Source: an optimization exercise on an open RTL-to-GDS flow (aim: small area, a short achievable clock period and few clock cycles). Production flows keep margins and buffers that such runs may drop. In this exercise RTL edits were held to simulation tests only and were not proved equivalent to the original. Power is estimated from default activity; no workload was simulated.

## exp/raven
## dvl_datagram_velocity_parser_top
module dvl_datagram_velocity_parser_top #(
   parameter int MAX_FRAMES = dvl_pkg::DEFAULT_MAX_FRAMES
) (
   input  logic                              clock,
   input  logic                              reset,
   input  logic                              req_valid,
   output logic                              req_stall,
   input  logic [7:0]                        req_rx_byte,
   output logic                              rsp_valid,
   input  logic                              rsp_stall,
   output logic signed [31:0]                rsp_vel_starboard,
   output logic signed [31:0]                rsp_vel_forward,
   output logic signed [31:0]                rsp_vel_upward,
   output logic signed [31:0]                rsp_bottom_range,
   output logic [31:0]                       rsp_update_count,
   input  logic                              csr_wr_en,
   input  logic [dvl_pkg::CSR_IDX_W-1:0]     csr_index,
   input  logic [dvl_pkg::CSR_DATA_W-1:0]    csr_wdata
);
   localparam int S_SYNC = 0;    
   localparam int S_HEAD = 1;    
   localparam int S_OFF  = 2;    
   localparam int S_WAIT = 3;    
   localparam int S_IDLO = 4;    
   localparam int S_VEL  = 5;    
   localparam int S_RNG  = 6;    
   logic [6:0]  ph;
   logic [15:0] pos;             
   logic [3:0]  sel;             
   logic        hit;             
   logic [7:0]  pb;              
   logic [3:0]  lastsel;         
   logic        done;            
   logic [3:0]  vcnt;            
   logic [7:0]  off_lo [4];      
   logic [7:0]  off_hi [4];
   logic [7:0]  vel_b [12];      
   logic [7:0]  rng_b [4];       
  ...
clock: 4.5 ns
lec_check: 0
abc_area: 1
cap_margin: 20
core_margin: 2
core_utilization: 40
cts_cluster_diameter: 80
cts_cluster_size: 30
setup_slack_margin: 2.5
slew_margin: 20
run.sh (not shown) runs the stock make flow with config.mk's settings and CLKGATE_MAP_FILE= SYNTH_SCRIPT=/design/flow/synth_recipe.tcl, a recipe that flattens the netlist after the stock synthesis.
exp/raven completed end to end with timing, DRC and antenna clean.
Testbench counts of exp/raven, summed over its fixed seeds: cycles 48,753.
diff inputs: exp/raven => exp/tundra
- CTS_CLUSTER_SIZE changed from 30 to 24
- CTS_CLUSTER_DIAMETER changed from 80 to 60
- ABC_AREA removed (was 1)
[summary]
Final wirelength shrinks by a little under 10% when moving from exp/raven to exp/tundra.
Summary: with exp/raven as the reference, fmax in exp/tundra moved down by a few percent.
Per the comparison of exp/tundra with exp/raven, count of fill cells added during filler insertion down 7.1%, shortest clock period the worst path allows after layout increased by 0.072 ns relative to the old numbers, multi-input combinational cell count dropped 164, starting utilization of the core area held steady, placeable core area -870 µm².
The standard cells in exp/tundra occupy more silicon area than those in exp/raven do.
Relative to exp/raven, layout-stage area growth over the synthesis result has increased by 4.0 points in exp/tundra.
For exp/juniper, these inputs were changed with respect to exp/tundra:
- CTS_CLUSTER_SIZE now 28, was 24
- CTS_CLUSTER_DIAMETER now 70, was 60
- CORE_UTILIZATION now 50, was 40
Findings:
Re fraction of power consumed by the clock network: exp/tundra was higher than exp/juniper. exp/juniper ended up with fewer standard cells than exp/tundra. Compared exp/juniper vs exp/tundra, and upper clock frequency limit is down in exp/juniper. Compared to exp/tundra, the router laid down less metal wire for exp/juniper. On proportion of layout cells with a drive suffix above 1: exp/juniper sits above exp/tundra. For the initial core utilization, exp/juniper came in 10 points higher than exp/tundra did.
diff inputs: exp/juniper => exp/delta
- swapping 2.5 for 2.2 in SETUP_SLACK_MARGIN
- swapping 50 for 40 in CORE_UTILIZATION
- swapping 28 for 30 in CTS_CLUSTER_SIZE
- swapping 70 for 80 in CTS_CLUSTER_DIAMETER
[summary]
The final layout from exp/delta, which completed every stage, passed the timing, DRC and antenna checks at the end of the flow.
Count of clock-buffer cells in the layout: exp/delta vs exp/juniper down 3
Relative to exp/juniper, clock period minus worst slack increased by 0.097 ns in exp/delta.
Width of the chip: exp/delta > exp/juniper
The non-clock buffer count in exp/delta was lower than what exp/juniper gave.
Going from exp/juniper to exp/delta, power about even; cell area fell 3.7%; global-route wire length before repair rose 430 µm; reported clock group power rose about 3%.
Setup slack ends up higher on exp/juniper.
Lower routed wire length was reported by exp/delta, not exp/juniper.
What exp/maple does differently from exp/delta at the input level:
- swapping 2.2 for 2.5 in SETUP_SLACK_MARGIN
Results
Going from exp/delta to exp/maple, number of global-route vias before repair grew by a few percent. Relative to exp/delta, wire length on met2 increased by 5.1% in exp/maple. Share of the cycle needed by the critical path after routing, exp/delta and exp/maple, lower one = exp/maple. For exp/maple, the capturing element of the worst setup path was hit, unlike exp/delta, where it was cnt_live[22]. Sort exp/delta and exp/maple by top fanout value on the critical path, descending, and exp/maple comes first. Between exp/delta and exp/maple, wire length on met1 is higher for exp/maple, exp/delta comes in under that. Per the comparison of exp/maple with exp/delta, layout clock buffer count up 4, number of inserted filler cells in the final layout down 26, actual transition at the worst max-transition pin up 0.096 ns, core utilization of the finished layout up 0.77 points, via count up 146. Summary — worst setup slack, exp/maple relative to exp/delta: higher, by 0.13 ns.
Input-level comparison between exp/umber and exp/maple:
- an added TNS_END_PERCENT of 10
==> run notes <==
- exp/umber finished end to end and its layout was clean on timing, DRC and antenna.
- exp/umber: met2 global-route usage is 2.3 points lower than what exp/maple reported.
- Of exp/umber and exp/maple, exp/maple shows the lower area growth from synthesis to final layout, with exp/umber above it.
- On exp/umber: first-pass GRT wire length is about 3.4% lower than what exp/maple gave.
- Taking exp/maple as the reference, in exp/umber worst hold slack fell 0.0057 ns, power consumption fell 1.1%, design area rose about 0.8%, detailed-route via count fell 168.
- Summary of exp/umber over exp/maple: post-CTS setup buffer count decreased by 20 relative to the old numbers; critical path required time decreased by 1.27 ns relative to the old numbers; clock period minus worst slack increased by 0.063 ns relative to the old numbers.
- In exp/umber the maximum cell stage delay along the critical path turned out 0.10 ns lower than in exp/maple.

* * *

run A:
dvl_datagram_velocity_parser_top, a different RTL version from the one above (not shown whole).
Size in the first run: roughly 1200 cells after synthesis, about 360 flip-flops, roughly 190 I/O pins, ~15000 um2 of cells after synthesis.
Settings: LEC_CHECK=0, CAP_MARGIN=20, CORE_MARGIN=2, CORE_UTILIZATION=40, CTS_CLUSTER_DIAMETER=80, CTS_CLUSTER_SIZE=30, SETUP_SLACK_MARGIN=2.5, SLEW_MARGIN=20; clock period 4.5 ns.
Per the final summary, run A finished and its layout is clean on timing, DRC and antenna.
Testbench counts of run A, summed over its fixed seeds: cycles 48,874.
## Diff of input files: run B against run A
# run A
export LEC_CHECK = 0
export CAP_MARGIN = 20
export CORE_MARGIN = 2
export CORE_UTILIZATION = 40
export CTS_CLUSTER_DIAMETER = 80
export CTS_CLUSTER_SIZE = 30
export SETUP_SLACK_MARGIN = 2.5
export SLEW_MARGIN = 20
create_clock -name core_clock -period 4.5 [get_ports {clock}]
# run B
export LEC_CHECK = 0
export ABC_AREA = 1
export CAP_MARGIN = 20
export CORE_MARGIN = 2
export CORE_UTILIZATION = 40
export CTS_CLUSTER_DIAMETER = 150
export CTS_CLUSTER_SIZE = 30
export SETUP_SLACK_MARGIN = 2.5
export SLEW_MARGIN = 20
create_clock -name core_clock -period 4.5 [get_ports {clock}]
### Flow results
When run B is measured against run A, its combinational power share turns out 0.4 points higher. Vias: run B more than run A. Taking run A as the reference, in run B arrival time at the worst endpoint lost 1400 ps, inverter count picked up an extra about 430%. Run B: PASS, flow complete, no timing, DRC or antenna violations.
Input changes introduced in run C (baseline for comparison: run B):
# run B
export LEC_CHECK = 0
export ABC_AREA = 1
export CAP_MARGIN = 20
export CORE_MARGIN = 2
export CORE_UTILIZATION = 40
export CTS_CLUSTER_DIAMETER = 150
export CTS_CLUSTER_SIZE = 30
export SETUP_SLACK_MARGIN = 2.5
export SLEW_MARGIN = 20
create_clock -name core_clock -period 4.5 [get_ports {clock}]
# run C
export LEC_CHECK = 0
export CAP_MARGIN = 20
export CORE_MARGIN = 2
export CORE_UTILIZATION = 40
export CTS_CLUSTER_DIAMETER = 80
export CTS_CLUSTER_SIZE = 30
export SETUP_SLACK_MARGIN = 2.8
export SLEW_MARGIN = 20
create_clock -name core_clock -period 4.5 [get_ports {clock}]
--- outcome ---
- Re antenna diode count: no difference whatsoever between run C and run B.
- Compared with run B, run C shows power share of the combinational group higher by 0.4 points.
- In the tables for run C and run B, total via count after detailed routing reads lower with run C.
- Run C vs run B, depth of the critical timing path with buffers and inverters included went up by 5.
- The non-clock buffer contribution to total cell area reported for run C is greater than that of run B by 5.2 points.
## Diff of input files: run D against run C
# run C
export LEC_CHECK = 0
export CAP_MARGIN = 20
export CORE_MARGIN = 2
export CORE_UTILIZATION = 40
export CTS_CLUSTER_DIAMETER = 80
export CTS_CLUSTER_SIZE = 30
export SETUP_SLACK_MARGIN = 2.8
export SLEW_MARGIN = 20
create_clock -name core_clock -period 4.5 [get_ports {clock}]
# run D
export LEC_CHECK = 0
export ABC_AREA = 1
export CAP_MARGIN = 20
export CORE_MARGIN = 2
export CORE_UTILIZATION = 55
export CTS_CLUSTER_DIAMETER = 150
export CTS_CLUSTER_SIZE = 25
export SETUP_SLACK_MARGIN = 2.5
export SLEW_MARGIN = 20
create_clock -name core_clock -period 4.5 [get_ports {clock}]
==> flow/flow/run.sh (new file) <==
#!/bin/bash
# The standard layout, with clock tree synthesis told not to add dummy
# loads to the clock tree (same clustering as config.mk sets), and every
# port buffered with buf_2 instead of the cell buffer_ports picks itself.
set -euo pipefail
export CTS_ARGS="-sink_clustering_enable -repair_clock_nets -sink_clustering_size 25 -sink_clustering_max_diameter 150 -dont_use_dummy_load"
export BUFFER_PORTS_ARGS="-buffer_cell sky130_fd_sc_hd__buf_2"
bash ./standard.sh > standard.log 2>&1
==> flow/standard.sh (new file) <==
#!/bin/bash
# synth_recipe.tcl (not shown) runs the flow's synth.tcl, then flattens the netlist and writes it again
# the make line also repeats each setting of config.mk as NAME=value (left out here)
make -C /OpenROAD-flow-scripts/flow DESIGN_CONFIG=/design/flow/config.mk WORK_HOME=/design/flow/orfs CLKGATE_MAP_FILE= SYNTH_SCRIPT=/design/flow/synth_recipe.tcl "${@:-finish}"
removed: flow/run.sh
Results
Measured against run D, the routed length on met1 of run C comes out at 1.11 times the reference value. Comparing run C and run D, the higher least setup slack across all paths after layout is on run D. Lower total number of placement rows goes to run D over run C. Summary: with run C as the reference, count of filler cells inserted in the layout in run D moved down by more than a quarter. For run D, the critical path class was register to primary output, unlike run C, where it was register to register. Cmp run D vs run C: non-clock inverter instance count of the final layout higher in run D. Run D vs. run C: mean instance size in the synthesized netlist went down, met3 track demand over resource in global routing did not really move.
Input-level comparison between run E and run D:
# run D
export LEC_CHECK = 0
export ABC_AREA = 1
export CAP_MARGIN = 20
export CORE_MARGIN = 2
export CORE_UTILIZATION = 55
export CTS_CLUSTER_DIAMETER = 150
export CTS_CLUSTER_SIZE = 25
export SETUP_SLACK_MARGIN = 2.5
export SLEW_MARGIN = 20
create_clock -name core_clock -period 4.5 [get_ports {clock}]
# run E
export LEC_CHECK = 0
export ABC_AREA = 1
export CAP_MARGIN = 20
export CORE_MARGIN = 2
export CORE_UTILIZATION = 40
export CTS_CLUSTER_DIAMETER = 80
export CTS_CLUSTER_SIZE = 30
export SETUP_SLACK_MARGIN = 2.5
export SLEW_MARGIN = 20
create_clock -name core_clock -period 4.5 [get_ports {clock}]
==> flow/run.sh (new file) <==
#!/bin/bash
# synth_recipe.tcl (not shown) runs the flow's synth.tcl, then flattens the netlist and writes it again
# the make line also repeats each setting of config.mk as NAME=value (left out here)
make -C /OpenROAD-flow-scripts/flow DESIGN_CONFIG=/design/flow/config.mk WORK_HOME=/design/flow/orfs CLKGATE_MAP_FILE= SYNTH_SCRIPT=/design/flow/synth_recipe.tcl finish
removed: flow/flow/run.sh
removed: flow/standard.sh
==> comparison <==
- Run E vs. run D: number of vias after detailed routing grew by about 0.8%; ratio of total power to cell area moved up; clock latency on the worst-skew pair shows an increase of 30 ps.
- Run D ended up with cnt_out[0] as its beginning of the critical path; run E ended up with vel_b[4][3].
- Diff run D..run E | share of the clock period used by the worst path after layout | negligible
- Looking at horizontal extent of the die, run E sits above run D.
- Comparing die area for run D and run E, the smaller number came from run D.
- Run D → run E: final non-filler cell total up 191, peak supply drop up 29%.

* * *

The RTL this note starts from:
==> flow/design.v <==
package dvl_pkg;
   localparam int DEFAULT_MAX_FRAMES = 4;
   localparam int HEADER_LEN = 6;
   localparam logic [7:0]  SYNC_BYTE_RST   = 8'h7f;
   localparam logic [7:0]  HEADER_BYTE_RST = 8'h7f;
   localparam logic [15:0] VEL_ID_RST      = 16'h0358;
   localparam logic [15:0] RANGE_ID_RST    = 16'h0458;
   localparam int CSR_IDX_W  = 3;
   localparam int CSR_DATA_W = 16;
   typedef enum logic [CSR_IDX_W-1:0] {
      CSR_SYNC_BYTE   = 3'd0,
      CSR_HEADER_BYTE = 3'd1,
      CSR_VEL_ID      = 3'd2,
      CSR_RANGE_ID    = 3'd3,
      CSR_COUNT_LO    = 3'd4,
      CSR_COUNT_HI    = 3'd5
   } csr_idx_type;
   typedef enum logic [3:0] {
      PH_SYNC    = 4'd0,
      PH_HEADER  = 4'd1,
      PH_SIZE_LO = 4'd2,
      PH_SIZE_HI = 4'd3,
      PH_SPARE   = 4'd4,
      PH_COUNT   = 4'd5,
      PH_OFFSETS = 4'd6,
      PH_WAIT    = 4'd7,
      PH_ID_LO   = 4'd8,
      PH_VEL_SB  = 4'd9,
      PH_VEL_FW  = 4'd10,
      PH_VEL_UP  = 4'd11,
      PH_RANGE   = 4'd12
   } phase_type;
   typedef struct packed {
      logic [7:0]  sync_byte;
      logic [7:0]  header_byte;
      logic [15:0] vel_id;
      logic [15:0] range_id;
   } cfg_type;
   typedef struct packed {
      logic signed [31:0] vel_starboard;
      logic signed [31:0] vel_forward;
      logic signed [31:0] vel_upward;
      logic signed [31:0] bottom_range;
      logic [31:0]        update_count;
   } result_type;
endpackage
module dvl_datagram_velocity_parser_top #(
   parameter int MAX_FRAMES = dvl_pkg::DEFAULT_MAX_FRAMES
) (
   input  logic                              clock,
   input  logic                              reset,
   input  logic                              req_valid,
   output logic                              req_stall,
   input  logic [7:0]                        req_rx_byte,
   output logic                              rsp_valid,
   input  logic                              rsp_stall,
   output logic signed [31:0]                rsp_vel_starboard,
   output logic signed [31:0]                rsp_vel_forward,
   output logic signed [31:0]                rsp_vel_upward,
   output logic signed [31:0]                rsp_bottom_range,
   output logic [31:0]                       rsp_update_count,
   input  logic                              csr_wr_en,
   input  logic [dvl_pkg::CSR_IDX_W-1:0]     csr_index,
   input  logic [dvl_pkg::CSR_DATA_W-1:0]    csr_wdata
);
   localparam int S_SYNC = 0;    
   localparam int S_HEAD = 1;    
   localparam int S_OFF  = 2;    
   localparam int S_WAIT = 3;    
   localparam int S_IDLO = 4;    
   localparam int S_VEL  = 5;    
   localparam int S_RNG  = 6;    
   logic        pv;              
   logic [7:0]  pb;              
   logic        f_sync;          
   logic        f_hdr;           
   logic        f_bad;           
   logic        f_vel;           
   logic        f_rng;           
   logic        f_z;             
   logic [6:0]  ph;
   logic [15:0] pos;
   logic [3:0]  sel;             
   logic        hit;             
   logic [3:0]  lastsel;         
   logic        done;            
   logic [3:0]  vcnt;            
   logic [7:0]  off_lo [4];      
   logic [7:0]  off_hi [4];
   logic [7:0]  vel_b [12];      
   logic [7:0]  rng_b [4];       
   logic [31:0] cnt_live;        
   logic [31:0] cnt_out;         
   logic        out_v;
   logic        fin_d;           
   logic        stall;
   logic [7:0]  cfg_sync, cfg_hdr;
   logic [15:0] cfg_vel, cfg_rng;
   logic [7:0]  b;
   logic        acc, take, fin, out_v_n;
   logic        hit_n, fwd, off_last, tbl_hi;
   logic [6:0]  ph_n;
   logic [31:0] cnt_inc, cnt_n;
   logic [7:0]  pb_rst, pb_m1, pb_hi_m1;
   logic [7:0]  cur_lo, cur_hi;
   logic [3:0]  tbl_slot;
   assign b         = req_rx_byte;
   assign req_stall = stall;
   assign acc       = req_valid & ~stall;
   assign take      = out_v & ~rsp_stall;
   assign fin       = acc & ph[S_RNG] &
                      (pv ? (vcnt[1:0] == 2'd2) : (vcnt[1:0] == 2'd3));
   always_ff @(posedge clock) begin
      if (reset) begin
         cfg_sync <= dvl_pkg::SYNC_BYTE_RST;
         cfg_hdr  <= dvl_pkg::HEADER_BYTE_RST;
         cfg_vel  <= dvl_pkg::VEL_ID_RST;
         cfg_rng  <= dvl_pkg::RANGE_ID_RST;
      end else if (csr_wr_en) begin
         case (csr_index)
            3'd0: cfg_sync <= csr_wdata[7:0];
            3'd1: cfg_hdr  <= csr_wdata[7:0];
            3'd2: cfg_vel  <= csr_wdata;
            3'd3: cfg_rng  <= csr_wdata;
            default: ;
         endcase
      end
   end
   always_ff @(posedge clock) begin
      if (reset) pv <= 1'b0;
      else       pv <= acc;
      if (acc) begin
         pb     <= b;
         f_sync <= (b == cfg_sync);
         f_hdr  <= (b == cfg_hdr);
         f_bad  <= (b == 8'd0) || (b > 8'(MAX_FRAMES));
         f_vel  <= ({pb, b} == cfg_vel);
         f_rng  <= ({pb, b} == cfg_rng);
         f_z    <= (pb == 8'd0);
      end
   end
   always_comb begin
      cur_lo = '0;
      cur_hi = '0;
      for (int s = 0; s < 4; s++) begin
         cur_lo = cur_lo | (off_lo[s] & {8{sel[s]}});
         cur_hi = cur_hi | (off_hi[s] & {8{sel[s]}});
      end
   end
   always_comb begin
      for (int s = 0; s < 4; s++) tbl_slot[s] = (pos[3:1] == 3'(s + 3));
   end
   assign tbl_hi   = pos[0];
   assign off_last = tbl_hi & |(tbl_slot & lastsel);
   assign pb_m1    = pb - 8'd1;
   assign pb_hi_m1 = f_z ? pb_m1 : pb;
   assign fwd      = ph[S_OFF] & tbl_hi & tbl_slot[0];
   assign hit_n    = fwd ? (cur_lo == 8'd7 && pb == 8'd0)
                         : (pos == {cur_hi, cur_lo});
   always_comb begin
      ph_n = '0;
      case (1'b1)
         ph[S_SYNC]: if (f_sync) ph_n[S_HEAD] = 1'b1; else ph_n[S_SYNC] = 1'b1;
         ph[S_HEAD]: begin
            if ((pos[2:0] == 3'd1 && !f_hdr) || (pos[2:0] == 3'd5 && f_bad))
               ph_n[S_SYNC] = 1'b1;
            else if (pos[2:0] == 3'd5)
               ph_n[S_OFF] = 1'b1;
            else
               ph_n[S_HEAD] = 1'b1;
         end
         ph[S_OFF]:  if (off_last) ph_n[S_WAIT] = 1'b1; else ph_n[S_OFF] = 1'b1;
         ph[S_WAIT]: begin
            if (done)     ph_n[S_SYNC] = 1'b1;
            else if (hit) ph_n[S_IDLO] = 1'b1;
            else          ph_n[S_WAIT] = 1'b1;
         end
         ph[S_IDLO]: begin
            if (f_vel)      ph_n[S_VEL]  = 1'b1;
            else if (f_rng) ph_n[S_RNG]  = 1'b1;
            else            ph_n[S_WAIT] = 1'b1;
         end
         ph[S_VEL]:  if (vcnt == 4'd11) ph_n[S_WAIT] = 1'b1; else ph_n[S_VEL] = 1'b1;
         ph[S_RNG]:  if (vcnt[1:0] == 2'd3) ph_n[S_SYNC] = 1'b1; else ph_n[S_RNG] = 1'b1;
         default:    ph_n[S_SYNC] = 1'b1;
      endcase
   end
   always_ff @(posedge clock) begin
      if (reset)   ph <= 7'(1 << S_SYNC);
      else if (pv) ph <= ph_n;
   end
   always_ff @(posedge clock) begin
      if (pv) begin
         pos <= ph[S_SYNC] ? 16'd1 : pos + 16'd1;
         if (ph[S_HEAD]) begin
            sel     <= 4'b0001;
            done    <= 1'b0;
            for (int s = 0; s < 4; s++) lastsel[s] <= (pb[2:0] == 3'(s + 1));
         end
         if (ph[S_WAIT] && !done && hit) begin
            sel  <= {sel[2:0], sel[3]};
            done <= |(sel & lastsel);
         end
         hit  <= hit_n;
         vcnt <= ph[S_IDLO] ? 4'd0 : vcnt + 4'd1;
      end
   end
   always_ff @(posedge clock) begin
      for (int s = 0; s < 4; s++) begin
         if (pv && ph[S_OFF] && tbl_slot[s] && !tbl_hi)
            off_lo[s] <= pb_m1;
         if (pv && ph[S_OFF] && tbl_slot[s] && tbl_hi)
            off_hi[s] <= pb_hi_m1;
      end
   end
   assign pb_rst = pb & {8{~reset}};
   always_ff @(posedge clock) begin
      for (int k = 0; k < 12; k++) begin
         if (reset || (pv && ph[S_VEL] && vcnt == 4'(k))) vel_b[k] <= pb_rst;
      end
      for (int k = 0; k < 4; k++) begin
         if (pv && ph[S_RNG] && vcnt[1:0] == 2'(k)) rng_b[k] <= pb;
      end
   end
   assign cnt_inc = cnt_live + 32'd1;
   always_comb begin
      cnt_n = fin ? cnt_inc : cnt_live;
      if (csr_wr_en && csr_index == 3'd4) cnt_n[15:0]  = csr_wdata;
      if (csr_wr_en && csr_index == 3'd5) cnt_n[31:16] = csr_wdata;
   end
   always_ff @(posedge clock) begin
      if (reset) cnt_live <= '0;
      else       cnt_live <= cnt_n;
      if (fin) cnt_out <= cnt_inc;
   end
   assign out_v_n = (pv & ph[S_RNG] & (vcnt[1:0] == 2'd3)) | (out_v & ~take);
   always_ff @(posedge clock) begin
      if (reset) begin
         out_v <= 1'b0;
         stall <= 1'b0;
      end else begin
         out_v <= out_v_n;
         stall <= out_v_n & (ph[S_IDLO] | ph[S_VEL] |
                             (ph[S_RNG] & ~(pv & vcnt[1:0] == 2'd3)) |
                             (ph[S_WAIT] & hit & ~done & pv));
      end
   end
   assign rsp_valid         = out_v;
   assign rsp_vel_starboard = {vel_b[3], vel_b[2], vel_b[1], vel_b[0]};
   assign rsp_vel_forward   = {vel_b[7], vel_b[6], vel_b[5], vel_b[4]};
   assign rsp_vel_upward    = {vel_b[11], vel_b[10], vel_b[9], vel_b[8]};
   assign rsp_bottom_range  = {rng_b[3], rng_b[2], rng_b[1], rng_b[0]};
   assign rsp_update_count  = cnt_out;
endmodule
==> flow/config.mk <==
export PLATFORM = sky130hd
export DESIGN_NAME = dvl_datagram_velocity_parser_top
export DESIGN_NICKNAME = dvl_datagram_velocity_parser_top
export VERILOG_FILES = /design/flow/design.v
export SDC_FILE = /design/flow/constraint.sdc
export NUM_CORES = 4
export LEC_CHECK = 0
export ABC_AREA = 1
export CAP_MARGIN = 20
export CORE_MARGIN = 2
export CORE_UTILIZATION = 40
export CTS_CLUSTER_DIAMETER = 150
export CTS_CLUSTER_SIZE = 25
export SETUP_SLACK_MARGIN = 2.5
export SLEW_MARGIN = 20
==> flow/constraint.sdc <==
create_clock -name core_clock -period 4.5 [get_ports {clock}]
set_input_delay 0.9000 -clock core_clock [delete_from_list [all_inputs] [get_ports {clock}]]
set_output_delay 0.9000 -clock core_clock [all_outputs]
set_load 0.01 [all_outputs]
standard.sh (not shown) runs the stock make flow with config.mk's settings and CLKGATE_MAP_FILE= SYNTH_SCRIPT=/design/flow/synth_recipe.tcl, a recipe that flattens the netlist after the stock synthesis.
==> flow/flow/run.sh <==
#!/bin/bash
# The standard layout, with clock tree synthesis told not to add dummy
# loads to the clock tree (same clustering as config.mk sets), and every
# port buffered with buf_2 instead of the cell buffer_ports picks itself.
set -euo pipefail
export CTS_ARGS="-sink_clustering_enable -repair_clock_nets -sink_clustering_size 25 -sink_clustering_max_diameter 150 -dont_use_dummy_load"
export BUFFER_PORTS_ARGS="-buffer_cell sky130_fd_sc_hd__buf_2"
bash ./standard.sh > standard.log 2>&1
The baseline produced a clean layout.
Testbench counts at the start, summed over its fixed seeds: cycles 48,874.
Change:
==> flow/run.sh (new file) <==
#!/bin/bash
# synth_recipe.tcl (not shown) runs the flow's synth.tcl, then flattens the netlist and writes it again
# the make line also repeats each setting of config.mk as NAME=value (left out here)
make -C /OpenROAD-flow-scripts/flow DESIGN_CONFIG=/design/flow/config.mk WORK_HOME=/design/flow/orfs CLKGATE_MAP_FILE= SYNTH_SCRIPT=/design/flow/synth_recipe.tcl finish
--- a/flow/config.mk
+++ b/flow/config.mk
@@ -10,6 +10,6 @@
 export CORE_MARGIN = 2
-export CORE_UTILIZATION = 40
+export CORE_UTILIZATION = 50
 export CTS_CLUSTER_DIAMETER = 150
-export CTS_CLUSTER_SIZE = 25
-export SETUP_SLACK_MARGIN = 2.5
+export CTS_CLUSTER_SIZE = 30
+export SETUP_SLACK_MARGIN = 2.55
 export SLEW_MARGIN = 20
removed: flow/flow/run.sh
removed: flow/standard.sh
Worst hold slack improved by 33 ps. Maximum frequency goes down by 2.5%. First-iteration DRC count climbs by 6.3%.
Change:
==> flow/flow/run.sh (new file) <==
#!/bin/bash
# The standard layout, with clock tree synthesis told not to add dummy
# loads to the clock tree (same clustering as config.mk sets).
set -euo pipefail
export CTS_ARGS="-sink_clustering_enable -repair_clock_nets -sink_clustering_size 30 -sink_clustering_max_diameter 150 -dont_use_dummy_load"
bash ./standard.sh > standard.log 2>&1
==> flow/standard.sh (new file) <==
#!/bin/bash
# synth_recipe.tcl (not shown) runs the flow's synth.tcl, then flattens the netlist and writes it again
# the make line also repeats each setting of config.mk as NAME=value (left out here)
make -C /OpenROAD-flow-scripts/flow DESIGN_CONFIG=/design/flow/config.mk WORK_HOME=/design/flow/orfs CLKGATE_MAP_FILE= SYNTH_SCRIPT=/design/flow/synth_recipe.tcl "${@:-finish}"
--- a/flow/config.mk
+++ b/flow/config.mk
@@ -10,6 +10,6 @@
 export CORE_MARGIN = 2
-export CORE_UTILIZATION = 50
+export CORE_UTILIZATION = 40
 export CTS_CLUSTER_DIAMETER = 150
 export CTS_CLUSTER_SIZE = 30
-export SETUP_SLACK_MARGIN = 2.55
+export SETUP_SLACK_MARGIN = 2.5
 export SLEW_MARGIN = 20
removed: flow/run.sh
Non-clock buffer count fell by 14; clock skew rose by 12 ps; global-route usage fell by 4.2 points.

afterwards: timing with drivers on the ports:
No port has a modelled driver above. Below, the same layouts with a new extraction and two added sets of constraints. Step 1 sets driving cells, clkbuf_16 on the clock port and buf_2 on the other inputs (assumed; they add their load-dependent delay and slew). Step 2 moves the port delays by t, midway between the first and last clock arrival at a register: inputs arrive t later, outputs are due t later. That takes back most of the time a late clock gives input paths. a / b / c = ideal / step 1 / step 2; a / b = the first two.
run | t (ns) | setup WS [ns] | clock arrival spread, ns
exp/raven | 0.579 | 2.471 / 2.416 / 1.985 | 0.026 / 0.026
exp/tundra | 0.625 | 2.399 / 2.399 / 1.807 | 0.013 / 0.014
exp/juniper | 0.570 | 2.372 / 2.387 / 1.817 | 0.031 / 0.031
exp/delta | 0.569 | 2.276 / 2.266 / 1.697 | 0.026 / 0.026
exp/maple | 0.571 | 2.403 / 2.403 / 1.865 | 0.041 / 0.040
exp/umber | 0.573 | 2.340 / 2.290 / 1.793 | 0.048 / 0.048
run A | 0.572 | 2.370 / 2.370 / 1.906 | 0.040 / 0.040
run B | 0.573 | 2.511 / 2.454 / 1.986 | 0.019 / 0.019
run C | 0.575 | 2.272 / 2.272 / 1.886 | 0.026 / 0.025
run D | 0.548 | 2.478 / 2.427 / 2.044 | 0.056 / 0.056
run E | 0.586 | 2.475 / 2.417 / 2.004 | 0.050 / 0.051
the first run of note 3 | 0.552 | 2.496 / 2.442 / 2.018 | 0.086 / 0.085
the second run of note 3 | 0.559 | 2.444 / 2.392 / 2.104 | 0.018 / 0.017
the third run of note 3 | 0.562 | 2.512 / 2.456 / 2.006 | 0.039 / 0.039
After both steps every run listed still meets setup and hold. For exp/tundra, which loses most, drivers alone change the setup slack by 0.000 ns; drivers and shift together by -0.592 ns.
